Source: an optimization exercise on an open RTL-to-GDS flow (aim: small area, a short achievable clock period and few clock cycles per item). Production flows keep margins and buffers that such runs may drop. At most, simulation tests tie the RTL to the original design; equivalence was not proved. No functional check of the RTL was part of runs 1 to 3. Power figures rest on the tool's default switching activity, not on a simulated workload.

===== flow/config.mk =====
export PLATFORM = sky130hd
export DESIGN_NAME = segment_address_translation_core
export DESIGN_NICKNAME = segment_address_translation_core
export VERILOG_FILES = /design/flow/design.v
export SDC_FILE = /design/flow/constraint.sdc
export NUM_CORES = 4
export LEC_CHECK = 0
export CAP_MARGIN = 20
export CORE_MARGIN = 2
export CORE_UTILIZATION = 40
export SETUP_SLACK_MARGIN = 2.1
export SLEW_MARGIN = 20

===== flow/constraint.sdc =====
create_clock -name core_clock -period 5.0 [get_ports {i_clk}]
set_input_delay 1.0000 -clock core_clock [delete_from_list [all_inputs] [get_ports {i_clk}]]
set_output_delay 1.0000 -clock core_clock [all_outputs]
set_load 0.01 [all_outputs]

===== flow/design.v =====
package sat_pkg;
    localparam int SEGMENTS   = 16;
    localparam int DATA_W     = 16;
    localparam int ID_W       = 8;
    localparam int SLOT_W     = 4;
    localparam logic [DATA_W-1:0] MAX_SEG_RESET = 16'd64;
    localparam logic [16:0] DIV_REGPOS = 17'b0_1111_1111_1111_1000;
    localparam logic [16:0] DIV_COPYPOS = 17'b0_1010_1010_1010_1000;
endpackage
module sat_div_step #(
    parameter int STEP = 0
) (
    input  logic [15:0] i_rem,
    input  logic [15:0] i_quo,
    input  logic [15:0] i_div,
    input  logic        i_hz,
    input  logic        i_load,
    input  logic        i_xbit,
    output logic [15:0] o_rem,
    output logic [15:0] o_quo
);
    localparam int W = STEP + 1;
    logic [W-1:0] t, d, g, p, gg, pp, bor;
    logic         ge;
    always_comb begin
        if (STEP == 0) t = i_quo[15];
        else           t = {i_rem[W-2:0], i_quo[15]};
        d = i_div[W-1:0];
        g = ~t & d;
        p = ~(t ^ d);
        gg = g;
        pp = p;
        for (int s = 1; s < W; s = s * 2) begin
            for (int i = W - 1; i >= s; i--) begin
                gg[i] = gg[i] | (pp[i] & gg[i-s]);
                pp[i] = pp[i] & pp[i-s];
            end
        end
        bor = '0;
        for (int i = 1; i < W; i++) bor[i] = gg[i-1];
        ge = i_hz && !gg[W-1] && !i_load;
        o_rem = '0;
        o_rem[W-1:0] = t ^ ({W{ge}} & (d ^ bor));
    end
    assign o_quo = {i_quo[14:0], i_load ? i_xbit : ge};
endmodule
module sat_match (
    input  logic [15:1]  i_key,
    input  logic         i_key0,
    input  logic [15:0]  i_live,
    input  logic [127:0] i_ids,
    output logic         o_hit,
    output logic [15:0]  o_sel
);
    logic [15:0] e, m0, m1, s0, s1, below0, below1;
    always_comb begin
        for (int i = 0; i < 16; i++) begin
            e[i]  = i_live[i] && (i_key[15:8] == 8'd0) && (i_key[7:1] == i_ids[i*8+1 +: 7]);
            m0[i] = e[i] && !i_ids[i*8];
            m1[i] = e[i] &&  i_ids[i*8];
        end
        below0[0] = 1'b0;
        below1[0] = 1'b0;
        for (int i = 1; i < 16; i++) begin
            below0[i] = below0[i-1] | m0[i-1];
            below1[i] = below1[i-1] | m1[i-1];
        end
        s0 = m0 & ~below0;
        s1 = m1 & ~below1;
        o_sel = i_key0 ? s1 : s0;
        o_hit = i_key0 ? |m1 : |m0;
    end
endmodule
module segment_address_translation_core (
    input  logic                         i_clk,
    input  logic                         i_rst_n,
    input  logic                         i_cfg_valid,
    output logic                         o_cfg_ready,
    input  logic [sat_pkg::DATA_W-1:0]   i_cfg_data,
    input  logic                         i_valid,
    output logic                         o_ready,
    input  logic                         i_action,
    input  logic [sat_pkg::DATA_W-1:0]   i_logical_address,
    input  logic [sat_pkg::DATA_W-1:0]   i_byte_count,
    input  logic [sat_pkg::SLOT_W-1:0]   i_entry_slot,
    input  logic [sat_pkg::ID_W-1:0]     i_entry_id,
    input  logic [sat_pkg::DATA_W-1:0]   i_entry_base,
    input  logic [sat_pkg::DATA_W-1:0]   i_entry_size,
    input  logic                         i_entry_valid,
    output logic                         o_valid,
    input  logic                         i_ready,
    output logic [sat_pkg::DATA_W-1:0]   o_physical_address,
    output logic                         o_fault,
    output logic [sat_pkg::DATA_W-1:0]   o_segment_number,
    output logic [sat_pkg::DATA_W-1:0]   o_offset
);
    localparam logic [16:0] RP = sat_pkg::DIV_REGPOS;
    localparam logic [16:0] CP = sat_pkg::DIV_COPYPOS;
    logic        adv;
    logic        in_fire;
    logic        div_busy;
    logic [15:0] r_max_seg;
    logic [15:0] r_div;
    logic [16:1] r_hz;
    logic        r_dpend;
    logic        r_out_valid;
    logic [15:0] r_out_phys;
    logic        r_out_fault;
    logic [15:0] r_out_seg;
    logic [15:0] r_out_off;
    assign adv         = !r_out_valid || i_ready;
    assign o_ready     = adv && !r_dpend;
    assign o_cfg_ready = 1'b1;
    assign in_fire     = i_valid && o_ready;
    always_ff @(posedge i_clk) begin
        if (!i_rst_n) begin
            r_max_seg <= sat_pkg::MAX_SEG_RESET;
            r_div     <= sat_pkg::MAX_SEG_RESET;
            r_hz      <= hz_of(sat_pkg::MAX_SEG_RESET);
            r_dpend   <= 1'b0;
        end else if (i_cfg_valid) begin
            r_max_seg <= i_cfg_data;
            if (!div_busy && !in_fire) begin
                r_div   <= i_cfg_data;
                r_hz    <= hz_of(i_cfg_data);
                r_dpend <= 1'b0;
            end else begin
                r_dpend <= 1'b1;
            end
        end else if (r_dpend && !div_busy) begin
            r_div   <= r_max_seg;
            r_hz    <= hz_of(r_max_seg);
            r_dpend <= 1'b0;
        end
    end
    function automatic logic [16:1] hz_of(input logic [15:0] d);
        for (int k = 1; k <= 16; k++) hz_of[k] = ((d >> k) == 16'd0);
    endfunction
    logic [16:0]    nv, nld;
    logic [17*16-1:0] nR, nQ, nC;
    logic [17*13-1:0] nX;
    logic [16:0]    busy_at;
    logic [17*16-1:0] nD;
    for (genvar p = 0; p <= 16; p++) begin : g_node
        logic        sv, sld;
        logic [15:0] sR, sQ, sC;
        logic [12:0] sX;
        if (p == 0) begin : g_src_in
            assign sv  = in_fire;
            assign sld = !i_action;
            assign sR  = '0;
            assign sQ  = i_action ? i_logical_address : i_entry_base;
            assign sC  = i_action ? i_byte_count : i_entry_size;
            assign sX  = {i_entry_slot, i_entry_valid, i_entry_id};
        end else begin : g_src_step
            sat_div_step #(.STEP(p - 1)) u_step (
                .i_rem   (nR[(p-1)*16 +: 16]),
                .i_quo   (nQ[(p-1)*16 +: 16]),
                .i_div   (nD[(p-1)*16 +: 16]),
                .i_hz    (((CP & ((17'd1 << p) - 17'd1)) == 17'd0) ? r_hz[p]
                                                                   : (nD[(p-1)*16 +: 16] >> p == 16'd0)),
                .i_load  (nld[p-1]),
                .i_xbit  (nX[(p-1)*13 + 12]),
                .o_rem   (sR),
                .o_quo   (sQ)
            );
            assign sv  = nv[p-1];
            assign sld = nld[p-1];
            assign sC  = nC[(p-1)*16 +: 16];
            assign sX  = {nX[(p-1)*13 +: 12], 1'b0};
        end
        if (RP[p]) begin : g_reg
            logic        r_v, r_ld;
            logic [15:0] r_R, r_Q, r_C;
            logic [12:0] r_X;
            always_ff @(posedge i_clk) begin
                if (!i_rst_n)  r_v <= 1'b0;
                else if (adv)  r_v <= sv;
            end
            always_ff @(posedge i_clk) begin
                if (adv) begin
                    r_ld <= sld;
                    r_R  <= sR;
                    r_Q  <= sQ;
                    r_C  <= sC;
                    r_X  <= sX;
                end
            end
            assign nv[p]            = r_v;
            assign nld[p]           = r_ld;
            assign nR[p*16 +: 16]   = r_R;
            assign nQ[p*16 +: 16]   = r_Q;
            assign nC[p*16 +: 16]   = r_C;
            assign nX[p*13 +: 13]   = r_X;
            assign busy_at[p]       = (p < 16) && r_v && !r_ld;
        end else begin : g_wire
            assign nv[p]            = sv;
            assign nld[p]           = sld;
            assign nR[p*16 +: 16]   = sR;
            assign nQ[p*16 +: 16]   = sQ;
            assign nC[p*16 +: 16]   = sC;
            assign nX[p*13 +: 13]   = sX;
            assign busy_at[p]       = 1'b0;
        end
        if (CP[p]) begin : g_dcopy
            logic [15:0] r_dc;
            always_ff @(posedge i_clk) r_dc <= nD[(p-1)*16 +: 16];
            assign nD[p*16 +: 16] = r_dc;
        end else if (p == 0) begin : g_d0
            assign nD[p*16 +: 16] = r_div;
        end else begin : g_dn
            assign nD[p*16 +: 16] = nD[(p-1)*16 +: 16];
        end
    end
    assign div_busy = |busy_at;
    logic [16:0] r_cd15;
    always_ff @(posedge i_clk) begin
        if (adv) r_cd15 <= {1'b0, nC[14*16 +: 16]} - {1'b0, nD[14*16 +: 16]};
    end
    logic        m_v, m_ld;
    logic [15:0] m_q, m_r, m_c;
    logic [12:0] m_x;
    logic        m_hit;
    logic [15:0] m_sel;
    logic [15:0] m_t;
    logic [16:0] m_sum_keep, m_sum_sub;
    assign m_v  = nv[16];
    assign m_ld = nld[16];
    assign m_q  = nQ[16*16 +: 16];
    assign m_r  = nR[16*16 +: 16];
    assign m_c  = nC[16*16 +: 16];
    assign m_x  = m_q[15:3];
    logic [15:0]  t_live;
    logic [127:0] t_ids;
    logic [15:0]  t_base [16];
    logic [15:0]  t_size [16];
    assign m_t        = {nR[15*16 +: 15], nQ[15*16 + 15]};
    assign m_sum_keep = {1'b0, m_t} + {1'b0, m_c};
    assign m_sum_sub  = {1'b0, m_t} + r_cd15;
    sat_match u_match (
        .i_key  (m_q[15:1]),
        .i_key0 (m_q[0]),
        .i_live (t_live),
        .i_ids  (t_ids),
        .o_hit  (m_hit),
        .o_sel  (m_sel)
    );
    logic        t_we;
    logic [3:0]  t_slot;
    assign t_we   = adv && m_v && m_ld;
    assign t_slot = m_x[12:9];
    always_ff @(posedge i_clk) begin
        if (!i_rst_n) begin
            t_live <= '0;
        end else if (t_we) begin
            t_live[t_slot] <= m_x[8];
        end
    end
    always_ff @(posedge i_clk) begin
        if (t_we) begin
            t_ids[t_slot*8 +: 8] <= m_x[7:0];
            t_base[t_slot]       <= m_t;
            t_size[t_slot]       <= m_c;
        end
    end
    logic        f_v, f_ld, f_hit;
    logic [15:0] f_sel;
    logic [15:0] f_q, f_r;
    logic [16:0] f_sum_keep, f_sum_sub;
    always_ff @(posedge i_clk) begin
        if (!i_rst_n)  f_v <= 1'b0;
        else if (adv)  f_v <= m_v;
    end
    always_ff @(posedge i_clk) begin
        if (adv) begin
            f_ld  <= m_ld;
            f_hit <= m_hit;
            f_sel <= m_sel;
            f_q   <= m_q;
            f_r   <= m_r;
            f_sum_keep <= m_sum_keep;
            f_sum_sub  <= m_sum_sub;
        end
    end
    logic [15:0] f_base, f_size;
    logic        f_fault;
    always_comb begin
        f_base = '0;
        f_size = '0;
        for (int i = 0; i < 16; i++) begin
            f_base = f_base | ({16{f_sel[i]}} & t_base[i]);
            f_size = f_size | ({16{f_sel[i]}} & t_size[i]);
        end
    end
    assign f_fault = !f_hit || (f_q[0] ? (f_sum_sub  > {1'b0, f_size})
                                       : (f_sum_keep > {1'b0, f_size}));
    logic        g_v, g_ld, g_fault;
    logic [15:0] g_base, g_q, g_r;
    always_ff @(posedge i_clk) begin
        if (!i_rst_n)  g_v <= 1'b0;
        else if (adv)  g_v <= f_v;
    end
    always_ff @(posedge i_clk) begin
        if (adv) begin
            g_ld    <= f_ld;
            g_fault <= f_fault;
            g_base  <= f_base;
            g_q     <= f_ld ? '0 : f_q;
            g_r     <= f_ld ? '0 : f_r;
        end
    end
    always_ff @(posedge i_clk) begin
        if (!i_rst_n)  r_out_valid <= 1'b0;
        else if (adv)  r_out_valid <= g_v;
    end
    always_ff @(posedge i_clk) begin
        if (adv) begin
            r_out_phys  <= (g_ld || g_fault) ? '0 : (g_base + g_r);
            r_out_fault <= !g_ld && g_fault;
            r_out_seg   <= g_q;
            r_out_off   <= g_r;
        end
    end
    assign o_valid            = r_out_valid;
    assign o_physical_address = r_out_phys;
    assign o_fault            = r_out_fault;
    assign o_segment_number   = r_out_seg;
    assign o_offset           = r_out_off;
endmodule

===== flow/run.sh =====
#!/bin/bash
# synth_recipe.tcl (not shown) runs the flow's synth.tcl, then flattens the netlist and writes it again
# the make line also repeats each setting of config.mk as NAME=value (left out here)
make -C /OpenROAD-flow-scripts/flow DESIGN_CONFIG=/design/flow/config.mk WORK_HOME=/design/flow/orfs CLKGATE_MAP_FILE= SYNTH_SCRIPT=/design/flow/synth_recipe.tcl finish

==> results of run 1 <==
==> layout by cell type (no fill, tap or decap), drive strengths merged, types with 16 or more instances in the layout <==
cell	netlist	layout
o21ai	61	61
mux2	155	155
a221oi	90	90
a31oi	18	18
clkdlybuf4s50	0	144
nand4	74	74
nand2b	22	22
and2	45	46
nor3	61	61
mux2i	27	27
a21boi	17	17
nor4	29	29
dfxtp	180	180
clkbuf	93	216
nand3	53	53
nor2	127	127
edfxtp	1441	1441
a21o	61	61
xor2	73	73
a22o	90	90
or3	21	21
o21a	23	23
ha	220	220
inv	204	215
and3	15	16
clkinv	1	65
a21oi	110	111
xnor2	333	333
a22oi	84	84
nor2b	92	92
buf	27	204
nand2	269	270
==> final timing paths <==
check	startpoint	endpoint	cells past startpoint
setup / recovery	f_sel[1]	g_fault	14
hold / removal	r_div[14]	g_node[3].g_dcopy.r_dc[14]	0
setup reg to reg	f_sel[1]	g_fault	14
hold reg to reg	r_div[14]	g_node[3].g_dcopy.r_dc[14]	0
==> metal layers <==
| metal | track usage, % | wire length, um | part of all wire [%] | vias up |
|---|---|---|---|---|
| met5 | 0 | 0 | 0 | - |
| met4 | 5.382 | 3974 | 2.7 | 0 |
| met3 | 3.160 | 9066 | 6.3 | 267 |
| met2 | 28.94 | 71390 | 49 | 1105 |
| met1 | 21.96 | 60600 | 42 | 18110 |
| li1 | - | - | - | 16970 |
==> through the flow <==
stage | utilization [%] | worst slack (ps) | cells
floorplan | - | 1284 | 4265
global placement | 43.00 | 617.9 | 6550
detailed placement | 43.01 | 635.0 | 6551
CTS | 47.00 | 1582 | 6939
global route | 47.57 | 1517 | 6981
finish | 47.57 | 1567 | 6981
==> critical path, delay by kind of cell, from the launching register on <==
| family | cells | cell delay, ps |
|---|---|---|
| AO/OA/AOI/OAI | 9 | 1850 |
| AND/OR/NAND/NOR | 4 | 590 |
| flip-flops | 1 | 520 |
| adder cells (fa/ha/maj) | 1 | 230 |
==> cell families (layout without fill, tap and decap cells) <==
family / count (synthesis) / count (layout) / synth area share (%)
compound gates: 651 / 652 / 7.266
xor+xnor: 406 / 406 / 5.414
fa+ha+maj: 224 / 224 / 4.313
buf+inv: 325 / 862 / 2.019
flops: 1621 / 1621 / 71.37
mux: 182 / 182 / 3.069
other cells: 1 / 1 / 0.005709
simple gates: 855 / 858 / 6.546
==> repair_timing <==
item / 4_1_cts / 5_1_grt
gates cloned: 7 / 2
buffers inserted: 77 / 40
setup endpoints to repair: 953 / 332
pin swaps: 53 / 77
resized for setup: 122 / 135
==> registers in the layout, summed over array words and instances, names as in the netlist, 17 cells and up <==
register	count
g_node.g_dcopy.r_dc	112
t_ids	128
f_sum_sub	17
r_cd15	17
g_node.g_reg.r_C	208
g_node.g_reg.r_X	55
g_node.g_reg.r_Q	208
t_base	256
t_size	256
g_node.g_reg.r_R	117
f_sum_keep	17
==> cell type report <==
type                            count  area [um^2]  area share, %
Sequential cell                  1621        46890          60.49
Timing Repair inverter              1        8.758        0.01130
Inverter                          205        802.0          1.035
Clock buffer                      216         4372          5.640
Clock inverter                     88        783.3          1.010
Tap cell                         2175         2721          3.511
Timing Repair Buffer              352         3423          4.416
Multi-Input combinational cell   2323        18510          23.89
==> where the power goes <==
group / internal (mW) / switching (mW)
Clock: 6.63 / 5.14
Sequential: 16.4 / 0.602
Combinational: 2.41 / 3.02
Total: 25.4 / 8.76
==> impl_metrics.py, run 1 <==
metrics = {
    "die": {
        "die_h_um": 409.2,
        "start_util_pct": 40.31,
        "die_x_um": 409.2,
        "io_pins": 151,
        "core_um2": 163000,
        "rows": 148,
        "die_area_um2": 167500,
    },
    "clock_tree": {
        "clk_pin_slew_ps": 60,
        "clkLatencyLatePin_ps": 800,
        "holdBufCountCts": 0,
        "cts.sinks": 1621,
        "clock_path_buffers": 3,
        "tritoncts": "done",
        "cts.htree.levels": 4,
        "cts-root-buf": "clkbuf_16",
        "cts-buffers-inserted": 166,
    },
    "setup_path": {
        "crit_top_cell": "a221oi_2",
        "critPathCaptureType": "flip-flop",
        "slowest_stage": "edfxtp_1",
        "startpoint_type": "flip-flop",
        "slowest_delay_ps": 520,
        "worstPathRequired_ps": 5520,
        "path_class": "flip-flop to flip-flop",
        "cp_cell_sequence": "a22o_1 -> a221oi_2 -> nand3_1 -> nor2_4 -> ha_4 -> nor2b_4 -> o21a_1 -> o21ai_1 -> nand2b_1 -> a21oi_2 -> o211ai_1 -> a221oi_2 -> a41o_1 -> a32oi_1",
        "crit_arrival_ps": 3960,
        "cp_max_fo": 4,
        "r2r_slack_ps": 1570,
    },
    "timing": {
        "fin_worst_skew_ps": 29.40,
        "period_needed_ps": 3433,
        "setup_tns_ps": 0,
        "slew_violations": 0,
        "fmax_mhz": 291.3,
        "period_share_pct": 68.65,
        "tightestPinTransition_ps": 952.3,
        "slew_headroom_pct": 36.51,
        "rsz0062_at_grt": "yes",
        "hold_ws_ps": 351.3,
        "setup_viol": 0,
        "finalHoldViolations": 0,
    },
    "yosys": {
        "syn_nets": 4588,
        "synth_flop_cell": "edfxtp_1",
        "yosys.area.top_type": "edfxtp_1",
        "synth.cell_area_um2": 65680,
        "synth.top_cell.area_share_pct": 65.88,
        "ys_ff_latch": 1621,
        "synth_cell_types": 84,
        "yosys-top-cells-count": "1441 x edfxtp_1, 333 x xnor2_1, 268 x nand2_1",
        "netlist_instances": 4265,
        "yosysMostFrequentCell": "edfxtp_1",
        "synth_edf_count": 1441,
        "netlist_top_cells_area": "edfxtp_1 66%, dfxtp_1 5.5%, xnor2_1 4.4%, ha_1 4.2%, mux2_2 2.7%",
        "avgSynthCellArea_um2": 15.40,
        "async_flop_share_pct": 0,
        "ys_warn_count": 18,
        "seq_area_frac_synth_pct": 71.37,
    },
    "run": {
        "maxCapViolCount": 0,
    },
    "hold_path": {
        "hold_path.class": "flip-flop to flip-flop",
    },
    "route": {
        "wl_per_cell_um": 20.78,
        "num_vias": 36460,
        "dr.pass1.iters": 6,
        "dr.first_iter.drc_count": 2921,
        "drt-vias-per-instance": 5.222,
        "drc": 0,
        "wl_um": 145000,
        "postRouteAntennaNets": 0,
    },
    "global_route": {
        "grt_usage_pct": 17.00,
        "grt_first_pass_wirelength_um": 218000,
        "grt_overflow_total": 0,
        "grt_pass1_vias": 36430,
        "grt_max_degree": 172,
        "antenna_found_initial": 0,
    },
    "place": {
        "gp_congestion": 0.8445,
        "dpl-instance-area_um2": 70090,
        "dpl.hpwl_um": 87030,
        "port_buffers": 149,
    },
    "layout": {
        "insertedDiodeCount": 0,
        "area_growth_pct": 18.01,
        "final_area_um2": 77510,
        "final_nets": 4993,
        "num-fill-cells": 14020,
        "drive_gt1_share_pct": 16.46,
    },
    "status": {
        "status": "complete, no violations",
    },
    "power": {
        "power.density_nw_per_um2": 440.5,
        "worst_ir_drop_vdd_uv": 367.4,
        "total_power_mw": 34.15,
        "leakagePower_nw": 28.31,
    },
}
==> run 2, diff against run 1 <==
--- a/flow/design.v
+++ b/flow/design.v
@@ -46,13 +46,14 @@
 endmodule
 module sat_match (
     input  logic [15:1]  i_key,
-    input  logic         i_key0,
     input  logic [15:0]  i_live,
     input  logic [127:0] i_ids,
-    output logic         o_hit,
-    output logic [15:0]  o_sel
+    output logic         o_hit0,
+    output logic         o_hit1,
+    output logic [15:0]  o_sel0,
+    output logic [15:0]  o_sel1
 );
-    logic [15:0] e, m0, m1, s0, s1, below0, below1;
+    logic [15:0] e, m0, m1, below0, below1;
     always_comb begin
         for (int i = 0; i < 16; i++) begin
             e[i]  = i_live[i] && (i_key[15:8] == 8'd0) && (i_key[7:1] == i_ids[i*8+1 +: 7]);
@@ -65,10 +66,10 @@
             below0[i] = below0[i-1] | m0[i-1];
             below1[i] = below1[i-1] | m1[i-1];
         end
-        s0 = m0 & ~below0;
-        s1 = m1 & ~below1;
-        o_sel = i_key0 ? s1 : s0;
-        o_hit = i_key0 ? |m1 : |m0;
+        o_sel0 = m0 & ~below0;
+        o_sel1 = m1 & ~below1;
+        o_hit0 = |m0;
+        o_hit1 = |m1;
     end
 endmodule
 module segment_address_translation_core (
@@ -221,7 +222,9 @@
     logic [15:0] m_q, m_r, m_c;
     logic [12:0] m_x;
     logic        m_hit;
-    logic [15:0] m_sel;
+    logic [15:0] m_sel, m_sel0, m_sel1;
+    logic        m_hit0, m_hit1;
+    logic [15:0] m_size, m_size0, m_size1;
     logic [15:0] m_t;
     logic [16:0] m_sum_keep, m_sum_sub;
     assign m_v  = nv[16];
@@ -239,12 +242,24 @@
     assign m_sum_sub  = {1'b0, m_t} + r_cd15;
     sat_match u_match (
         .i_key  (m_q[15:1]),
-        .i_key0 (m_q[0]),
         .i_live (t_live),
         .i_ids  (t_ids),
-        .o_hit  (m_hit),
-        .o_sel  (m_sel)
+        .o_hit0 (m_hit0),
+        .o_hit1 (m_hit1),
+        .o_sel0 (m_sel0),
+        .o_sel1 (m_sel1)
     );
+    always_comb begin
+        m_size0 = '0;
+        m_size1 = '0;
+        for (int i = 0; i < 16; i++) begin
+            m_size0 = m_size0 | ({16{m_sel0[i]}} & t_size[i]);
+            m_size1 = m_size1 | ({16{m_sel1[i]}} & t_size[i]);
+        end
+    end
+    assign m_sel  = m_q[0] ? m_sel1  : m_sel0;
+    assign m_hit  = m_q[0] ? m_hit1  : m_hit0;
+    assign m_size = m_q[0] ? m_size1 : m_size0;
     logic        t_we;
     logic [3:0]  t_slot;
     assign t_we   = adv && m_v && m_ld;
@@ -265,6 +280,7 @@
     end
     logic        f_v, f_ld, f_hit;
     logic [15:0] f_sel;
+    logic [15:0] f_size;
     logic [15:0] f_q, f_r;
     logic [16:0] f_sum_keep, f_sum_sub;
     always_ff @(posedge i_clk) begin
@@ -276,21 +292,19 @@
             f_ld  <= m_ld;
             f_hit <= m_hit;
             f_sel <= m_sel;
+            f_size <= m_size;
             f_q   <= m_q;
             f_r   <= m_r;
             f_sum_keep <= m_sum_keep;
             f_sum_sub  <= m_sum_sub;
         end
     end
-    logic [15:0] f_base, f_size;
+    logic [15:0] f_base;
     logic        f_fault;
     always_comb begin
         f_base = '0;
-        f_size = '0;
-        for (int i = 0; i < 16; i++) begin
+        for (int i = 0; i < 16; i++)
             f_base = f_base | ({16{f_sel[i]}} & t_base[i]);
-            f_size = f_size | ({16{f_sel[i]}} & t_size[i]);
-        end
     end
     assign f_fault = !f_hit || (f_q[0] ? (f_sum_sub  > {1'b0, f_size})
                                        : (f_sum_keep > {1'b0, f_size}));
--- a/flow/config.mk
+++ b/flow/config.mk
@@ -8,5 +8,6 @@
 export CAP_MARGIN = 20
 export CORE_MARGIN = 2
 export CORE_UTILIZATION = 40
-export SETUP_SLACK_MARGIN = 2.1
+export CTS_BUF_LIST = sky130_fd_sc_hd__clkbuf_4 sky130_fd_sc_hd__clkbuf_8
+export SETUP_SLACK_MARGIN = 1.9
 export SLEW_MARGIN = 20
==> run 2 against run 1 <==
Effect of this change:
- critical path depth increased by 2
- synthesized area increased by 4.7%
- design area increased by 6.5%
- still clean on timing, DRC and antenna
- combinational power increased by 2%
- sequential share of layout area decreased by 3.1 points
- die area increased by 4.6%
- sequential cell count increased by 16
- non-clock buffer count increased by 88
- clock-buffer cell count increased by 199
- sequential power about the same
- highest routed layer unchanged
- critical path type unchanged
- largest power group unchanged
- largest cell class unchanged
==> impl_metrics.py, run 2 <==
metrics = {
    "status": {
        "status": "complete, no violations",
    },
    "place": {
        "dpl.hpwl_um": 108000,
        "port_buffers": 149,
        "dpl-instance-area_um2": 73360,
        "gp_congestion": 0.8929,
    },
    "route": {
        "postRouteAntennaNets": 0,
        "dr.first_iter.drc_count": 3947,
        "num_vias": 42540,
        "dr.pass1.iters": 8,
        "drt-vias-per-instance": 5.471,
        "wl_per_cell_um": 23.58,
        "wl_um": 183400,
        "drc": 0,
    },
    "setup_path": {
        "startpoint_type": "flip-flop",
        "crit_arrival_ps": 4350,
        "path_class": "flip-flop to flip-flop",
        "worstPathRequired_ps": 5860,
        "cp_max_fo": 8,
        "critPathCaptureType": "flip-flop",
    },
    "global_route": {
        "antenna_found_initial": 3,
        "grt_overflow_total": 0,
        "grt_usage_pct": 20.45,
        "grt_first_pass_wirelength_um": 266600,
        "grt_max_degree": 171,
        "grt_pass1_vias": 42750,
    },
    "layout": {
        "drive_gt1_share_pct": 19.81,
        "final_cell_mix": "1457 x edfxtp_1, 398 x nand2_1, 315 x clkbuf_8",
        "reg_top3": "t_base: 256 flops, t_size: 256 flops",
        "final_area_um2": 82580,
        "mostFrequentLayoutCell": "edfxtp_1",
        "area_growth_pct": 20.11,
        "final_nets": 5660,
        "num-fill-cells": 14820,
    },
    "timing": {
        "period_needed_ps": 3489,
        "period_share_pct": 69.77,
        "rsz0062_at_grt": "yes",
        "slew_violations": 0,
        "tightestPinTransition_ps": 1150,
        "fmax_mhz": 286.7,
        "slew_headroom_pct": 22.63,
        "setup_viol": 0,
        "fin_worst_skew_ps": 99.89,
        "finalHoldViolations": 0,
        "setup_tns_ps": 0,
    },
    "die": {
        "rows": 152,
        "die_area_um2": 175200,
        "core_um2": 171200,
        "die_x_um": 418.6,
        "start_util_pct": 40.17,
        "die_h_um": 418.6,
        "io_pins": 151,
    },
    "yosys": {
        "syn_nets": 5104,
        "synth.cell_area_um2": 68760,
        "yosysMostFrequentCell": "edfxtp_1",
        "synth.top_cell.area_share_pct": 63.63,
        "netlist_instances": 4781,
        "avgSynthCellArea_um2": 14.38,
        "ys_warn_count": 18,
        "async_flop_share_pct": 0,
        "yosys.area.top_type": "edfxtp_1",
        "synth_cell_types": 94,
        "synth_flop_cell": "edfxtp_1",
        "synth_edf_count": 1457,
        "yosys-top-cells-count": "1457 x edfxtp_1, 418 x nand2_1, 313 x xnor2_1",
        "ys_ff_latch": 1637,
        "netlist_top_cells_area": "edfxtp_1 64%, dfxtp_1 5.2%, ha_1 4.0%, xnor2_1 4.0%, nand2_1 2.3%",
        "seq_area_frac_synth_pct": 68.87,
    },
    "clock_tree": {
        "cts-root-buf": "clkbuf_8",
        "clkLatencyLatePin_ps": 1030,
        "holdBufCountCts": 0,
        "cts.sinks": 1637,
        "clock_path_buffers": 4,
        "clk_pin_slew_ps": 60,
        "tritoncts": "done",
        "cts.htree.levels": 5,
        "cts-buffers-inserted": 289,
    },
    "run": {
        "maxCapViolCount": 0,
    },
    "hold_path": {
        "hold_path.class": "flip-flop to flip-flop",
    },
    "power": {
        "power.density_nw_per_um2": 420.9,
        "worst_ir_drop_vdd_uv": 289.3,
        "leakagePower_nw": 30.79,
    },
}
[run 2: cell count changes after synthesis, sizes merged, moves of 32 or more]
cell and change:
a21oi +45, a22o +35, inv +77, o21ai +73
mux2 -82, a22oi -69, nand2 +150, buf +32
[run 2: worst paths after layout]
kind	from	to	slack (ps)	cells after the start
min reg2reg	r_div[14]	g_node[3].g_dcopy.r_dc[14]	330	0
max	g_node[15].g_reg.r_Q[3]	f_size[15]	1510	16
min	r_div[14]	g_node[3].g_dcopy.r_dc[14]	330	0
max reg2reg	g_node[15].g_reg.r_Q[3]	f_size[15]	1510	16
[run 2: kinds of logic (layout without fill, tap and decap cells)]
kind of cell / after synthesis / count (layout) / share of synthesized area, %
flops: 1637 / 1637 / 68.87
simple gates: 1116 / 1118 / 8.584
compound gates: 834 / 834 / 8.898
buf+inv: 459 / 1218 / 2.706
xor+xnor: 408 / 408 / 5.197
fa+ha+maj: 224 / 224 / 4.120
mux: 102 / 102 / 1.618
other cells: 1 / 2 / 0.005454
[run 2: final cells by class]
class,count,area (um^2),area share (%)
clock inverter,81,450.4,0.5454
antenna,1,2.502,0.003030
inverter,282,1101,1.333
clock buffer,415,5086,6.159
tap,2233,2794,3.383
sequential,1637,47370,57.36
timing repair buffer,440,4621,5.595
multi-input combinational,2687,21160,25.62
[run 2: what timing repair did]
| item | 4_1_cts | 5_1_grt |
|---|---|---|
| endpoints found under the hold margin | 0 | 0 |
| gates resized for setup | 271 | 152 |
| gates cloned | 11 | 4 |
| setup buffers | 116 | 36 |
| endpoints found under the setup margin | 236 | 237 |
| pin swaps | 78 | 97 |
[run 2: routing by layer]
metal	track usage, %	share of wire, %
met5	0	0
met1	25.93	40
met2	34.10	48
met3	4.446	8.1
met4	8.052	3.7
[run 2: metrics by stage]
| stage | total power [mW] | setup slack (ps) | hold WS [ps] | util (%) | instances |
|---|---|---|---|---|---|
| floorplan | 20.62 | 718.3 | 323.0 | - | 4781 |
| global placement | 22.13 | 675.2 | 339.1 | 42.86 | 7110 |
| detailed placement | 22.29 | 596.7 | 339.1 | 42.86 | 7110 |
| CTS | 34.81 | 1555 | 335.0 | 47.56 | 7733 |
| global route | 36.34 | 1409 | 348.8 | 48.25 | 7776 |
| finish | 34.76 | 1511 | 332.5 | 48.25 | 7776 |
[run 2: worst max-delay path, cell delays in order, from the launching register on]
cell,delay (ps)
edfxtp_1,490
buf_4,180
buf_4,120
xnor2_1,110
nand4_1,80
buf_4,170
nor4_4,60
or4_4,590
buf_12,160
nor4b_4,280
buf_4,170
nor2b_4,240
buf_6,150
buf_12,160
nand2_1,60
nor4bb_1,140
o211ai_1,160
[run 2: where the power goes]
group	internal, mW	total (mW)	leakage [nW]	switching (mW)
Combinational	2.51	5.51	11.7	3.00
Sequential	16.5	17.3	16.1	0.735
Clock	6.66	12.0	2.92	5.31
==> run 3, diff against run 2 <==
--- a/flow/design.v
+++ b/flow/design.v
@@ -4,7 +4,7 @@
     localparam int ID_W       = 8;
     localparam int SLOT_W     = 4;
     localparam logic [DATA_W-1:0] MAX_SEG_RESET = 16'd64;
-    localparam logic [16:0] DIV_REGPOS = 17'b0_1111_1111_1111_1000;
+    localparam logic [16:0] DIV_REGPOS = 17'b1_1111_1111_1111_1000;
     localparam logic [16:0] DIV_COPYPOS = 17'b0_1010_1010_1010_1000;
 endpackage
 module sat_div_step #(
@@ -45,31 +45,21 @@
     assign o_quo = {i_quo[14:0], i_load ? i_xbit : ge};
 endmodule
 module sat_match (
-    input  logic [15:1]  i_key,
+    input  logic [15:0]  i_key,
     input  logic [15:0]  i_live,
     input  logic [127:0] i_ids,
-    output logic         o_hit0,
-    output logic         o_hit1,
-    output logic [15:0]  o_sel0,
-    output logic [15:0]  o_sel1
+    output logic         o_hit,
+    output logic [15:0]  o_sel
 );
-    logic [15:0] e, m0, m1, below0, below1;
+    logic [15:0] m;
+    logic [15:0] below;
     always_comb begin
-        for (int i = 0; i < 16; i++) begin
-            e[i]  = i_live[i] && (i_key[15:8] == 8'd0) && (i_key[7:1] == i_ids[i*8+1 +: 7]);
-            m0[i] = e[i] && !i_ids[i*8];
-            m1[i] = e[i] &&  i_ids[i*8];
-        end
-        below0[0] = 1'b0;
-        below1[0] = 1'b0;
-        for (int i = 1; i < 16; i++) begin
-            below0[i] = below0[i-1] | m0[i-1];
-            below1[i] = below1[i-1] | m1[i-1];
-        end
-        o_sel0 = m0 & ~below0;
-        o_sel1 = m1 & ~below1;
-        o_hit0 = |m0;
-        o_hit1 = |m1;
+        for (int i = 0; i < 16; i++)
+            m[i] = i_live[i] && (i_key[15:8] == 8'd0) && (i_key[7:0] == i_ids[i*8 +: 8]);
+        below[0] = 1'b0;
+        for (int i = 1; i < 16; i++) below[i] = below[i-1] | m[i-1];
+        o_sel = m & ~below;
+        o_hit = |m;
     end
 endmodule
 module segment_address_translation_core (
@@ -214,19 +204,13 @@
         end
     end
     assign div_busy = |busy_at;
-    logic [16:0] r_cd15;
-    always_ff @(posedge i_clk) begin
-        if (adv) r_cd15 <= {1'b0, nC[14*16 +: 16]} - {1'b0, nD[14*16 +: 16]};
-    end
     logic        m_v, m_ld;
     logic [15:0] m_q, m_r, m_c;
     logic [12:0] m_x;
     logic        m_hit;
-    logic [15:0] m_sel, m_sel0, m_sel1;
-    logic        m_hit0, m_hit1;
-    logic [15:0] m_size, m_size0, m_size1;
-    logic [15:0] m_t;
-    logic [16:0] m_sum_keep, m_sum_sub;
+    logic [15:0] m_sel;
+    logic [16:0] m_sum;
+    logic [15:0] m_size;
     assign m_v  = nv[16];
     assign m_ld = nld[16];
     assign m_q  = nQ[16*16 +: 16];
@@ -237,29 +221,19 @@
     logic [127:0] t_ids;
     logic [15:0]  t_base [16];
     logic [15:0]  t_size [16];
-    assign m_t        = {nR[15*16 +: 15], nQ[15*16 + 15]};
-    assign m_sum_keep = {1'b0, m_t} + {1'b0, m_c};
-    assign m_sum_sub  = {1'b0, m_t} + r_cd15;
+    assign m_sum = {1'b0, m_r} + {1'b0, m_c};
     sat_match u_match (
-        .i_key  (m_q[15:1]),
+        .i_key  (m_q),
         .i_live (t_live),
         .i_ids  (t_ids),
-        .o_hit0 (m_hit0),
-        .o_hit1 (m_hit1),
-        .o_sel0 (m_sel0),
-        .o_sel1 (m_sel1)
+        .o_hit  (m_hit),
+        .o_sel  (m_sel)
     );
     always_comb begin
-        m_size0 = '0;
-        m_size1 = '0;
-        for (int i = 0; i < 16; i++) begin
-            m_size0 = m_size0 | ({16{m_sel0[i]}} & t_size[i]);
-            m_size1 = m_size1 | ({16{m_sel1[i]}} & t_size[i]);
-        end
+        m_size = '0;
+        for (int i = 0; i < 16; i++)
+            m_size = m_size | ({16{m_sel[i]}} & t_size[i]);
     end
-    assign m_sel  = m_q[0] ? m_sel1  : m_sel0;
-    assign m_hit  = m_q[0] ? m_hit1  : m_hit0;
-    assign m_size = m_q[0] ? m_size1 : m_size0;
     logic        t_we;
     logic [3:0]  t_slot;
     assign t_we   = adv && m_v && m_ld;
@@ -274,15 +248,15 @@
     always_ff @(posedge i_clk) begin
         if (t_we) begin
             t_ids[t_slot*8 +: 8] <= m_x[7:0];
-            t_base[t_slot]       <= m_t;
+            t_base[t_slot]       <= m_r;
             t_size[t_slot]       <= m_c;
         end
     end
     logic        f_v, f_ld, f_hit;
     logic [15:0] f_sel;
-    logic [15:0] f_size;
     logic [15:0] f_q, f_r;
-    logic [16:0] f_sum_keep, f_sum_sub;
+    logic [16:0] f_sum;
+    logic [15:0] f_size;
     always_ff @(posedge i_clk) begin
         if (!i_rst_n)  f_v <= 1'b0;
         else if (adv)  f_v <= m_v;
@@ -292,11 +266,10 @@
             f_ld  <= m_ld;
             f_hit <= m_hit;
             f_sel <= m_sel;
-            f_size <= m_size;
             f_q   <= m_q;
             f_r   <= m_r;
-            f_sum_keep <= m_sum_keep;
-            f_sum_sub  <= m_sum_sub;
+            f_sum  <= m_sum;
+            f_size <= m_size;
         end
     end
     logic [15:0] f_base;
@@ -306,8 +279,7 @@
         for (int i = 0; i < 16; i++)
             f_base = f_base | ({16{f_sel[i]}} & t_base[i]);
     end
-    assign f_fault = !f_hit || (f_q[0] ? (f_sum_sub  > {1'b0, f_size})
-                                       : (f_sum_keep > {1'b0, f_size}));
+    assign f_fault = !f_hit || (f_sum > {1'b0, f_size});
     logic        g_v, g_ld, g_fault;
     logic [15:0] g_base, g_q, g_r;
     always_ff @(posedge i_clk) begin
--- a/flow/config.mk
+++ b/flow/config.mk
@@ -7,7 +7,7 @@
 export LEC_CHECK = 0
 export CAP_MARGIN = 20
 export CORE_MARGIN = 2
-export CORE_UTILIZATION = 40
+export CORE_UTILIZATION = 55
 export CTS_BUF_LIST = sky130_fd_sc_hd__clkbuf_4 sky130_fd_sc_hd__clkbuf_8
 export SETUP_SLACK_MARGIN = 1.9
 export SLEW_MARGIN = 20
==> run 3 against run 2 <==
Effect of this change:
- still clean
- non-clock buffer count fell by 120
- register-to-register slack barely moved
- synthesized cell count fell by 13%
- critical path type unchanged
- critical endpoint is now f_size[10]
==> impl_metrics.py, run 3 <==
metrics = {
    "yosys": {
        "synth.cell_area_um2": 65230,
        "yosys.area.top_type": "edfxtp_1",
        "synthMuxAreaShare_pct": 2.465,
        "ys_ff_latch": 1653,
        "yosys-top-cells-count": "1472 x edfxtp_1, 349 x nand2_1, 311 x xnor2_1",
        "yosysMostFrequentCell": "edfxtp_1",
        "synthAdderAreaFrac_pct": 3.361,
        "avgSynthCellArea_um2": 15.68,
        "synth_compound_area_share_pct": 6.673,
        "synth_flop_cell": "edfxtp_1",
        "synth_top_family_by_area": "simple AND/OR/NAND/NOR gates",
        "netlist_top_cells_area": "edfxtp_1 68%, dfxtp_1 5.6%, xnor2_1 4.2%, ha_1 3.3%, mux2_2 2.0%",
        "synth_simple_gate_area_share_pct": 6.779,
        "synth_cell_types": 82,
        "async_flop_share_pct": 0,
        "syn_nets": 4432,
        "synthXorXnorAreaFrac_pct": 5.317,
        "ys_warn_count": 18,
        "netlist_instances": 4159,
        "synth_edf_count": 1472,
        "synth.top_cell.area_share_pct": 67.76,
        "seq_area_frac_synth_pct": 73.32,
    },
    "layout": {
        "final_cell_mix": "1472 x edfxtp_1, 342 x nand2_1, 310 x xnor2_1",
        "num-fill-cells": 8546,
        "final_nets": 4907,
        "drive_gt1_share_pct": 18.46,
        "area_growth_pct": 16.83,
        "reg_top3": "t_base: 256 flops, t_size: 256 flops",
        "mostFrequentLayoutCell": "edfxtp_1",
    },
    "hold_path": {
        "hold_depth": 0,
        "min_to": "g_node[3].g_dcopy.r_dc[8]",
        "hold_path.class": "flip-flop to flip-flop",
        "min_from": "r_div[8]",
    },
    "die": {
        "die_x_um": 348.4,
        "die_h_um": 348.4,
        "rows": 126,
        "die_area_um2": 121400,
        "start_util_pct": 55.32,
        "io_pins": 151,
        "core_um2": 117900,
    },
    "setup_path": {
        "r2r_slack_ps": 1510,
        "worstReg2RegEnd": "f_size[10]",
        "rr_startpoint": "g_node[16].g_reg.r_Q[13]",
        "cp_cell_sequence": "inv_2 -> ha_4 -> nor3b_4 -> buf_6 -> nand4_4 -> buf_4 -> nor3_2 -> or4_4 -> nor4b_4 -> nand4b_4 -> buf_6 -> buf_12 -> buf_4 -> a21oi_1 -> a2111oi_4 -> o2111ai_1",
        "slowest_stage": "or4_4",
        "startpoint_type": "flip-flop",
        "r2r_cells": 16,
        "worstSetupPathDepth": 16,
        "worstPathRequired_ps": 5790,
        "slowest_delay_ps": 600,
        "crit_buf_inv": 6,
        "path_class": "flip-flop to flip-flop",
        "crit_arrival_ps": 4280,
        "critPathCaptureType": "flip-flop",
        "path_delay_family": "simple AND/OR/NAND/NOR gates",
        "cp_max_fo": 8,
    },
    "timing": {
        "period_share_pct": 69.84,
        "rsz0062_at_grt": "yes",
        "fmax_mhz": 286.4,
        "hold_ws_ps": 328.8,
        "setup_viol": 0,
        "setup_tns_ps": 0,
        "period_needed_ps": 3492,
        "fin_worst_skew_ps": 60.62,
        "slew_headroom_pct": 26.05,
        "tightestPinTransition_ps": 1109,
        "finalHoldViolations": 0,
        "slew_violations": 0,
    },
    "global_route": {
        "antenna_found_initial": 2,
        "grt_overflow_total": 0,
        "grt_first_pass_wirelength_um": 207800,
        "grt_max_degree": 161,
        "grt_pass1_vias": 35570,
        "grt_usage_pct": 22.44,
    },
    "power": {
        "worst_ir_drop_vdd_uv": 275.2,
        "leakagePower_nw": 28.58,
        "power.density_nw_per_um2": 430.8,
    },
    "clock_tree": {
        "cts.htree.levels": 5,
        "tritoncts": "done",
        "clk_pin_slew_ps": 60,
        "cts-root-buf": "clkbuf_8",
        "clock_path_buffers": 4,
        "cts-buffers-inserted": 287,
        "clkLatencyLatePin_ps": 960,
        "cts.sinks": 1653,
    },
    "place": {
        "gp_congestion": 0.8491,
        "port_buffers": 149,
        "dpl.hpwl_um": 81040,
    },
    "route": {
        "dr.first_iter.drc_count": 2916,
        "num_vias": 35280,
        "dr.pass1.iters": 6,
        "postRouteAntennaNets": 0,
        "wl_per_cell_um": 21.56,
        "drc": 0,
        "wl_um": 137300,
        "drt-vias-per-instance": 5.541,
    },
    "run": {
        "maxCapViolCount": 0,
    },
    "status": {
        "status": "complete, no violations",
    },
}
## run 3: worst reg2reg max path, cell delays in order (launching register included)
cell and delay, ps:
edfxtp_1 400, inv_2 70, ha_4 160, nor3b_4 160
buf_6 150, nand4_4 80, buf_4 120, nor3_2 40
or4_4 600, nor4b_4 420, nand4b_4 200, buf_6 180
buf_12 120, buf_4 180, a21oi_1 240, a2111oi_4 100
o2111ai_1 120
## run 3: layer usage
layer  track usage [%]  wire length, um  vias up
met5                 0                0        -
met4             6.721             2626        0
met3             4.216             7270      179
met2             37.87            68450     1019
met1             29.75            58940    17490
li1                  -                -    16600
## run 3: worst max path at each step
stage | startpoint | endpoint | slack (ps)
CTS | g_node[16].g_reg.r_Q[13] | f_size[4] | 1590
detailed placement | g_node[16].g_reg.r_Q[13] | f_size[4] | 670
global placement | g_node[16].g_reg.r_Q[13] | f_size[4] | 810
finish | g_node[16].g_reg.r_Q[13] | f_size[10] | 1510
floorplan | i_ready | t_base[13][0] | 720
global route | g_node[16].g_reg.r_Q[13] | f_size[9] | 1350
## run 3: per-stage QoR
stage               cells  total power [mW]  setup WS [ps]  instance area (um^2)  util (%)
floorplan            4159             19.84          723.4                 65320         -
global placement     5782             21.02          810.3                 68770     58.31
detailed placement   5783             21.11          666.7                 68800     58.34
CTS                  6322             32.98           1589                 75250     63.82
global route         6368             34.33           1353                 76210     64.62
finish               6368             32.83           1508                 76210     64.62
## run 3: kinds of logic after synthesis
group | Yosys count
buffers and inverters | 337
flip-flops | 1653
adder cells (fa/ha/maj) | 174
AND/OR/NAND/NOR | 865
multiplexers | 146
other | 1
AO/OA/AOI/OAI | 587
XOR/XNOR | 396
## run 3: timing repair
| item | 4_1_cts | 5_1_grt |
|---|---|---|
| buffers inserted | 50 | 38 |
| hold buffers | 0 | 0 |
| endpoints found under the setup margin | 222 | 262 |
| gates resized for setup | 119 | 105 |
| cloned | 3 | 7 |
| pin swaps | 84 | 61 |
## run 3: power breakdown
| group | switching [mW] | internal [mW] | total, mW |
|---|---|---|---|
| clock network | 5.12 | 6.55 | 11.7 |
| registers | 0.846 | 16.6 | 17.5 |
| logic | 1.95 | 1.76 | 3.71 |
## run 3: layout make-up
class	instances	area, um^2	area share [%]
Sequential cell	1653	47830	62.76
Multi-Input combinational cell	2170	17010	22.32
Clock buffer	395	4892	6.420
Timing Repair Buffer	320	3229	4.238
Tap cell	1536	1922	2.522
Inverter	202	793.3	1.041
Clock inverter	91	526.8	0.6912
Antenna cell	1	2.502	0.003284
==> run 4, diff against run 3 <==
--- a/flow/design.v
+++ b/flow/design.v
@@ -5,7 +5,7 @@
     localparam int SLOT_W     = 4;
     localparam logic [DATA_W-1:0] MAX_SEG_RESET = 16'd64;
     localparam logic [16:0] DIV_REGPOS = 17'b1_1111_1111_1111_1000;
-    localparam logic [16:0] DIV_COPYPOS = 17'b0_1010_1010_1010_1000;
+    localparam logic [16:0] DIV_COPYPOS = 17'b0_0001_0010_0100_1000;
 endpackage
 module sat_div_step #(
     parameter int STEP = 0
@@ -210,7 +210,6 @@
     logic        m_hit;
     logic [15:0] m_sel;
     logic [16:0] m_sum;
-    logic [15:0] m_size;
     assign m_v  = nv[16];
     assign m_ld = nld[16];
     assign m_q  = nQ[16*16 +: 16];
@@ -229,11 +228,6 @@
         .o_hit  (m_hit),
         .o_sel  (m_sel)
     );
-    always_comb begin
-        m_size = '0;
-        for (int i = 0; i < 16; i++)
-            m_size = m_size | ({16{m_sel[i]}} & t_size[i]);
-    end
     logic        t_we;
     logic [3:0]  t_slot;
     assign t_we   = adv && m_v && m_ld;
@@ -256,7 +250,6 @@
     logic [15:0] f_sel;
     logic [15:0] f_q, f_r;
     logic [16:0] f_sum;
-    logic [15:0] f_size;
     always_ff @(posedge i_clk) begin
         if (!i_rst_n)  f_v <= 1'b0;
         else if (adv)  f_v <= m_v;
@@ -269,32 +262,37 @@
             f_q   <= m_q;
             f_r   <= m_r;
             f_sum  <= m_sum;
-            f_size <= m_size;
         end
     end
-    logic [15:0] f_base;
-    logic        f_fault;
+    logic [15:0] f_base, f_size;
     always_comb begin
         f_base = '0;
-        for (int i = 0; i < 16; i++)
+        f_size = '0;
+        for (int i = 0; i < 16; i++) begin
             f_base = f_base | ({16{f_sel[i]}} & t_base[i]);
+            f_size = f_size | ({16{f_sel[i]}} & t_size[i]);
+        end
     end
-    assign f_fault = !f_hit || (f_sum > {1'b0, f_size});
-    logic        g_v, g_ld, g_fault;
-    logic [15:0] g_base, g_q, g_r;
+    logic        g_v, g_ld, g_hit;
+    logic [15:0] g_base, g_size, g_q, g_r;
+    logic [16:0] g_sum;
     always_ff @(posedge i_clk) begin
         if (!i_rst_n)  g_v <= 1'b0;
         else if (adv)  g_v <= f_v;
     end
     always_ff @(posedge i_clk) begin
         if (adv) begin
-            g_ld    <= f_ld;
-            g_fault <= f_fault;
-            g_base  <= f_base;
-            g_q     <= f_ld ? '0 : f_q;
-            g_r     <= f_ld ? '0 : f_r;
+            g_ld   <= f_ld;
+            g_hit  <= f_hit;
+            g_base <= f_base;
+            g_size <= f_size;
+            g_sum  <= f_sum;
+            g_q    <= f_ld ? '0 : f_q;
+            g_r    <= f_ld ? '0 : f_r;
         end
     end
+    logic g_fault;
+    assign g_fault = !g_hit || (g_sum > {1'b0, g_size});
     always_ff @(posedge i_clk) begin
         if (!i_rst_n)  r_out_valid <= 1'b0;
         else if (adv)  r_out_valid <= g_v;
==> run 4 against run 3 <==
Effect of this change:
- fmax grew 14%
- sequential share of layout area increased by 1.6 points
- highest routed layer is now met5
- still clean
- utilization fell by 1.1 points
- cell count is 4.0% lower
- setup slack improved by 440 ps
- combinational power shrank 6.5%
==> impl_metrics.py, run 4 <==
metrics = {
    "setup_path": {
        "crit_arrival_ps": 3730,
        "path_delay_family": "simple AND/OR/NAND/NOR gates",
        "critPathCaptureType": "flip-flop",
        "cp_max_fo": 8,
        "cp_cell_sequence": "nand2_2 -> and3_4 -> a21oi_2 -> ha_2 -> nor2b_4 -> nand2_1 -> or3_1 -> a21oi_2 -> a21oi_2 -> ha_1 -> a31o_4 -> a211oi_4 -> nand2_1 -> xor2_1",
        "crit_top_cell": "a21oi_2",
        "worstPathRequired_ps": 5680,
        "slowest_stage": "or3_1",
        "r2r_slack_ps": 1940,
        "crit_buf_inv": 0,
        "rr_startpoint": "r_div[0]",
        "setup.worst_path.start": "r_div[0]",
        "slowest_delay_ps": 400,
        "startpoint_type": "flip-flop",
        "path_class": "flip-flop to flip-flop",
    },
    "power": {
        "worst_ir_drop_vdd_uv": 310.7,
        "p_int_mw": 24.56,
        "power_switching_mw": 7.699,
        "p_comb_share_pct": 10.8,
        "swShare_pct": 23.87,
        "power.density_nw_per_um2": 438.1,
        "leakagePower_nw": 27.19,
        "seq_power_share_pct": 53.7,
        "power_frac_clock_pct": 35.6,
    },
    "die": {
        "core_um2": 115900,
        "die_x_um": 345.3,
        "die_h_um": 345.3,
        "die_area_um2": 119200,
        "io_pins": 151,
        "rows": 125,
        "start_util_pct": 55.27,
    },
    "layout": {
        "area_growth_pct": 14.96,
        "drive_gt1_share_pct": 16.34,
        "final_area_um2": 73630,
        "final_nets": 4678,
        "mostFrequentLayoutCell": "edfxtp_1",
        "reg_top3": "t_base: 256 flops, t_size: 256 flops",
        "final_cell_mix": "1489 x edfxtp_1, 312 x xnor2_1, 305 x clkbuf_8",
        "num-fill-cells": 8524,
    },
    "run": {
        "maxCapViolCount": 0,
    },
    "timing": {
        "fmax_mhz": 327.1,
        "setup_viol": 0,
        "setup_tns_ps": 0,
        "slew_headroom_pct": 31.88,
        "tightestPinTransition_ps": 1022,
        "fin_worst_skew_ps": 59.57,
        "finalHoldViolations": 0,
        "rsz0062_at_grt": "yes",
        "slew_violations": 0,
        "period_needed_ps": 3057,
        "period_share_pct": 61.14,
    },
    "hold_path": {
        "hold_path.class": "flip-flop to flip-flop",
        "min_from": "r_div[15]",
    },
    "place": {
        "port_buffers": 149,
        "gp_congestion": 0.8157,
        "dpl.hpwl_um": 75100,
        "dpl-instance-area_um2": 67640,
    },
    "route": {
        "dr.first_iter.drc_count": 3063,
        "top_layer": "met5",
        "drt-met1-wl_um": 55220,
        "routed-wl-met3_um": 8867,
        "drt-vias-per-instance": 5.635,
        "drc": 0,
        "met2RoutedLength_um": 64290,
        "num_vias": 34460,
        "postRouteAntennaNets": 0,
        "wl_um": 131700,
        "dr.pass1.iters": 5,
        "wl_per_cell_um": 21.54,
    },
    "yosys": {
        "seq_area_frac_synth_pct": 73.96,
        "netlist_top_cells_area": "edfxtp_1 70%, xnor2_1 4.3%, dfxtp_1 4.2%, ha_1 3.4%, mux2_2 2.1%",
        "syn_nets": 4256,
        "async_flop_share_pct": 0,
        "synth_flop_cell": "edfxtp_1",
        "avgSynthCellArea_um2": 16.08,
        "synth_cell_types": 78,
        "netlist_instances": 3983,
        "ys_warn_count": 18,
        "yosys.area.top_type": "edfxtp_1",
        "ys_ff_latch": 1622,
        "synth.top_cell.area_share_pct": 69.81,
        "yosysMostFrequentCell": "edfxtp_1",
        "synth_edf_count": 1489,
        "yosys-top-cells-count": "1489 x edfxtp_1, 312 x xnor2_1, 269 x nand2_1",
        "synth.cell_area_um2": 64050,
    },
    "clock_tree": {
        "holdBufCountCts": 0,
        "clkLatencyLatePin_ps": 980,
        "cts.sinks": 1622,
        "cts-root-buf": "clkbuf_8",
        "clk_pin_slew_ps": 60,
        "cts-buffers-inserted": 281,
        "tritoncts": "done",
        "cts.htree.levels": 5,
        "clock_path_buffers": 4,
    },
    "global_route": {
        "grt_usage_pct": 22.07,
        "antenna_found_initial": 3,
        "grt_max_degree": 180,
        "grt_first_pass_wirelength_um": 200000,
        "grt_pass1_vias": 34090,
        "grt_overflow_total": 0,
    },
    "status": {
        "status": "complete, no violations",
    },
}
==> run 4: changes by cell type after synthesis, moves of 21 or more <==
cell	before	now
and3_1	41	20
inv_1	201	175
a22o_1	65	128
nand2_1	349	269
dfxtp_1	181	133
a221oi_1	65	130
a22oi_1	39	13
==> run 4: cell families after synthesis <==
family | Yosys count | synth area share (%)
other | 1 | 0.005855
AO/OA/AOI/OAI | 590 | 6.952
flip-flops | 1622 | 73.96
multiplexers | 147 | 2.528
XOR/XNOR | 393 | 5.374
adder cells (fa/ha/maj) | 174 | 3.422
buffers and inverters | 297 | 1.782
AND/OR/NAND/NOR | 759 | 5.972
==> run 4: power by group through the flow <==
stage	sequential (mW)	combinational [mW]	clock, mW
floorplan	17.2	2.44	0
global placement	17.6	3.19	0
detailed placement	17.7	3.25	0
CTS	17.3	3.39	11.8
global route	17.5	3.90	12.4
finish	17.3	3.47	11.5
==> run 4: path summary, 6_finish.rpt <==
path,endpoint,cells past startpoint
worst max-delay path,g_node[3].g_reg.r_R[2],14
worst min-delay path,g_node[3].g_dcopy.r_dc[15],0
worst max register to register,g_node[3].g_reg.r_R[2],14
worst min register to register,g_node[3].g_dcopy.r_dc[15],0
==> run 4: layout make-up <==
type	instances	area (um^2)	area share, %
sequential	1622	47380	64.35
inverter	176	690.7	0.9380
timing repair buffer	260	2432	3.303
clock inverter	70	426.7	0.5794
clock buffer	397	4888	6.639
antenna	2	5.005	0.006797
multi-input combinational	2064	15900	21.59
tap	1524	1907	2.590
==> run 4: worst reg2reg max path: cells and delay by family, from the launching register on <==
kind / cells / cell delay, ps
simple gates: 6 / 940
compound gates: 5 / 780
fa+ha+maj: 2 / 520
flops: 1 / 380
xor+xnor: 1 / 140
==> run 4: layer usage <==
layer | track usage [%] | up-vias
met4 | 7.653 | 2
li1 | - | 16030
met1 | 29.09 | 17050
met2 | 36.45 | 1137
met3 | 4.862 | 245
met5 | 0 | -
==> run 4: stage by stage <==
| stage | setup WS [ps] | hold WS, ps | power [mW] | util, % | instances |
|---|---|---|---|---|---|
| after floorplan | 626.7 | 322.7 | 19.69 | - | 3983 |
| after global placement | 768.2 | 335.5 | 20.82 | 58.37 | 5608 |
| after detailed placement | 705.9 | 333.4 | 20.92 | 58.37 | 5608 |
| after CTS | 1813 | 309.8 | 32.52 | 63.23 | 6092 |
| after global routing | 1808 | 329.0 | 33.74 | 63.53 | 6114 |
| final | 1943 | 316.2 | 32.26 | 63.54 | 6115 |
==> run 4: repair_timing <==
action,4_1_cts,5_1_grt
pin swaps,8,23
endpoints found under the setup margin,107,133
buffers inserted,17,21
resized for setup,37,38
Testbench counts of run 4, summed over its fixed seeds: cycles 4,936, items 4,800.
==> run 5, diff against run 4 <==
--- a/flow/config.mk
+++ b/flow/config.mk
@@ -9,5 +9,5 @@
 export CORE_MARGIN = 2
 export CORE_UTILIZATION = 55
 export CTS_BUF_LIST = sky130_fd_sc_hd__clkbuf_4 sky130_fd_sc_hd__clkbuf_8
-export SETUP_SLACK_MARGIN = 1.9
+export SETUP_SLACK_MARGIN = 2.2
 export SLEW_MARGIN = 20
==> run 5 against run 4 <==
Effect of this change:
- register-to-register slack better by 80 ps
- fmax up 2.8%
- hold slack worse by 2.3 ps
- non-clock buffer count rose by 61
- still clean on timing, DRC and antenna
==> impl_metrics.py, run 5 <==
metrics = {
    "yosys": {
        "synth_simple_gate_area_share_pct": 5.972,
        "yosys-top-cells-count": "1489 x edfxtp_1, 312 x xnor2_1, 269 x nand2_1",
        "async_flop_share_pct": 0,
        "synth_flop_cell": "edfxtp_1",
        "yosysMostFrequentCell": "edfxtp_1",
        "seq_area_frac_synth_pct": 73.96,
        "netlist_instances": 3983,
        "yosys.area.top_type": "edfxtp_1",
        "synth.top_cell.area_share_pct": 69.81,
        "syn_nets": 4256,
        "synth_edf_count": 1489,
        "ys_ff_latch": 1622,
        "synthXorXnorAreaFrac_pct": 5.374,
        "synthMuxAreaShare_pct": 2.528,
        "avgSynthCellArea_um2": 16.08,
        "synthAdderAreaFrac_pct": 3.422,
        "synth_top_family_by_area": "compound AO/OA/AOI/OAI gates",
        "synth_cell_types": 78,
        "netlist_top_cells_area": "edfxtp_1 70%, xnor2_1 4.3%, dfxtp_1 4.2%, ha_1 3.4%, mux2_2 2.1%",
        "ys_warn_count": 18,
        "synth.cell_area_um2": 64050,
        "synth_compound_area_share_pct": 6.952,
    },
    "place": {
        "port_buffers": 149,
        "dp_cells": 5608,
        "pre_cts_slack_ps": 705.9,
        "dpl.hpwl_um": 75100,
        "gp_congestion": 0.8157,
        "dpl-instance-area_um2": 67640,
    },
    "layout": {
        "reg_top3": "t_base: 256 flops, t_size: 256 flops",
        "drive_gt1_share_pct": 19.37,
        "final_area_um2": 74800,
        "final_cells": 6178,
        "area_growth_pct": 16.78,
        "final_cell_mix": "1489 x edfxtp_1, 305 x xnor2_1, 305 x clkbuf_8",
        "mostFrequentLayoutCell": "edfxtp_1",
        "final_nets": 4741,
        "fin_util_pct": 64.54,
    },
    "clock_tree": {
        "clk_pin_slew_ps": 60,
        "tritoncts": "done",
        "clkLatencyLatePin_ps": 970,
        "cts.sinks": 1622,
        "cts-root-buf": "clkbuf_8",
        "cts.htree.levels": 5,
        "cts-buffers-inserted": 281,
        "clock_path_buffers": 4,
    },
    "timing": {
        "setup_tns_ps": 0,
        "slew_headroom_pct": 31.28,
        "period_share_pct": 59.49,
        "hold_ws_ps": 313.9,
        "finalHoldViolations": 0,
        "worst_slack_ps": 2025,
        "fin_worst_skew_ps": 61.23,
        "period_needed_ps": 2975,
        "setup_viol": 0,
        "fmax_mhz": 336.2,
        "slew_violations": 0,
        "tightestPinTransition_ps": 1031,
        "rsz0062_at_grt": "yes",
    },
    "global_route": {
        "grt_usage_pct": 22.40,
        "grt_first_pass_wirelength_um": 202600,
        "antenna_found_initial": 4,
        "grt_pass1_vias": 34440,
        "grt_overflow_total": 0,
        "grt_max_degree": 180,
    },
    "route": {
        "drt-vias-per-instance": 5.619,
        "wl_per_cell_um": 21.83,
        "dr.pass1.iters": 5,
        "num_vias": 34710,
        "postRouteAntennaNets": 0,
        "dr.first_iter.drc_count": 2993,
        "drc": 0,
        "wl_um": 134800,
    },
    "status": {
        "status": "complete, no violations",
    },
    "setup_path": {
        "path_class": "flip-flop to flip-flop",
        "cp_max_fo": 7,
        "worstPathRequired_ps": 5680,
        "startpoint_type": "flip-flop",
        "critPathCaptureType": "flip-flop",
        "crit_arrival_ps": 3660,
    },
    "power": {
        "leakagePower_nw": 27.94,
        "total_power_mw": 32.69,
        "worst_ir_drop_vdd_uv": 309.8,
        "power.density_nw_per_um2": 437.0,
    },
    "die": {
        "rows": 125,
        "die_area_um2": 119200,
        "io_pins": 151,
        "die_h_um": 345.3,
        "die_x_um": 345.3,
        "core_um2": 115900,
        "start_util_pct": 55.27,
    },
    "run": {
        "maxCapViolCount": 0,
    },
    "hold_path": {
        "hold_path.class": "flip-flop to flip-flop",
    },
}
==> run 5: cell counts after synthesis <==
Identical to the previous run, type by type.
==> run 5: report_power, final <==
group / internal [mW] / switching (mW) / leakage [nW]
Sequential: 16.5 / 0.831 / 16.1
Clock: 6.46 / 5.01 / 2.82
Combinational: 1.84 / 2.09 / 9.00
Total: 24.8 / 7.93 / 27.9
==> run 5: kinds of logic after synthesis <==
logic type	Yosys count
AO/OA/AOI/OAI	590
XOR/XNOR	393
adder cells (fa/ha/maj)	174
buffers and inverters	297
flip-flops	1622
multiplexers	147
other	1
AND/OR/NAND/NOR	759
==> run 5: what timing repair did <==
item	CTS	global route
pin swaps	33	43
gates cloned	2	4
endpoints found under the setup margin	307	264
hold buffers	0	0
resized for setup	180	99
setup buffers	66	29
==> run 5: per-layer routing <==
metal | vias to the layer above | part of all wire (%) | GRT usage (%)
met5 | - | 0.0096 | 0
met4 | 2 | 2.4 | 7.778
met3 | 234 | 6.8 | 4.991
met2 | 1162 | 49 | 37.11
met1 | 17170 | 41 | 29.37
li1 | 16150 | - | -
==> run 5: final timing paths <==
kind / to / cells after the start / start / slack, ps
min: g_node[3].g_dcopy.r_dc[15] / 0 / r_div[15] / 310
max reg2reg: g_node[15].g_reg.r_R[8] / 12 / g_node[14].g_reg.r_R[0] / 2030
min reg2reg: g_node[3].g_dcopy.r_dc[15] / 0 / r_div[15] / 310
max: g_node[15].g_reg.r_R[8] / 12 / g_node[14].g_reg.r_R[0] / 2030
==> run 5: layout make-up <==
class	count	area, um^2
inverters	176	690.7
flip-flops and latches	1622	47410
clock buffers	397	4888
diodes	2	5.005
clock inverters	70	426.7
multi-input cells	2066	16530
fillers	8446	41100
repair buffers	321	2943
well taps	1524	1907
==> run 5: worst max-delay path, cell delays in order (launching register included) <==
cell	delay, ps
edfxtp_1	390
inv_1	110
ha_4	200
and3b_2	220
o22ai_4	220
o221ai_4	150
a221o_1	330
a221o_1	350
a31oi_4	280
buf_12	140
buf_16	130
nand2_4	50
xnor2_2	130

## what the ideal ports hide
In the flow no input, the clock included, has a driving cell. The finished layouts below were timed again as built, in two steps. Step 1 assumes that a clkbuf_16 drives the clock port and a buf_2 every other input. Step 2, shift: input delay + t, output delay - t, t = (earliest + latest rising clock arrival at the registers) / 2. This alone moves slack from input paths to output paths. Slacks: no drivers / after step 1 / after step 2; pairs: no drivers / after step 1.
run	t (ns)	setup slack, ns	clock arrival spread, ns
run 1	0.858	1.567 / 1.567 / 1.389	0.030 / 0.030
run 2	1.049	1.511 / 1.511 / 0.981	0.102 / 0.102
run 3	1.002	1.508 / 1.508 / 1.046	0.063 / 0.062
run 4	1.012	1.943 / 1.943 / 1.051	0.063 / 0.064
run 5	1.004	2.025 / 2.025 / 1.114	0.065 / 0.065
After both steps setup and hold are still met in every run listed. The setup slack of run 5, which loses most, moves by 0.000 ns with the drivers and by -0.911 ns with both steps.
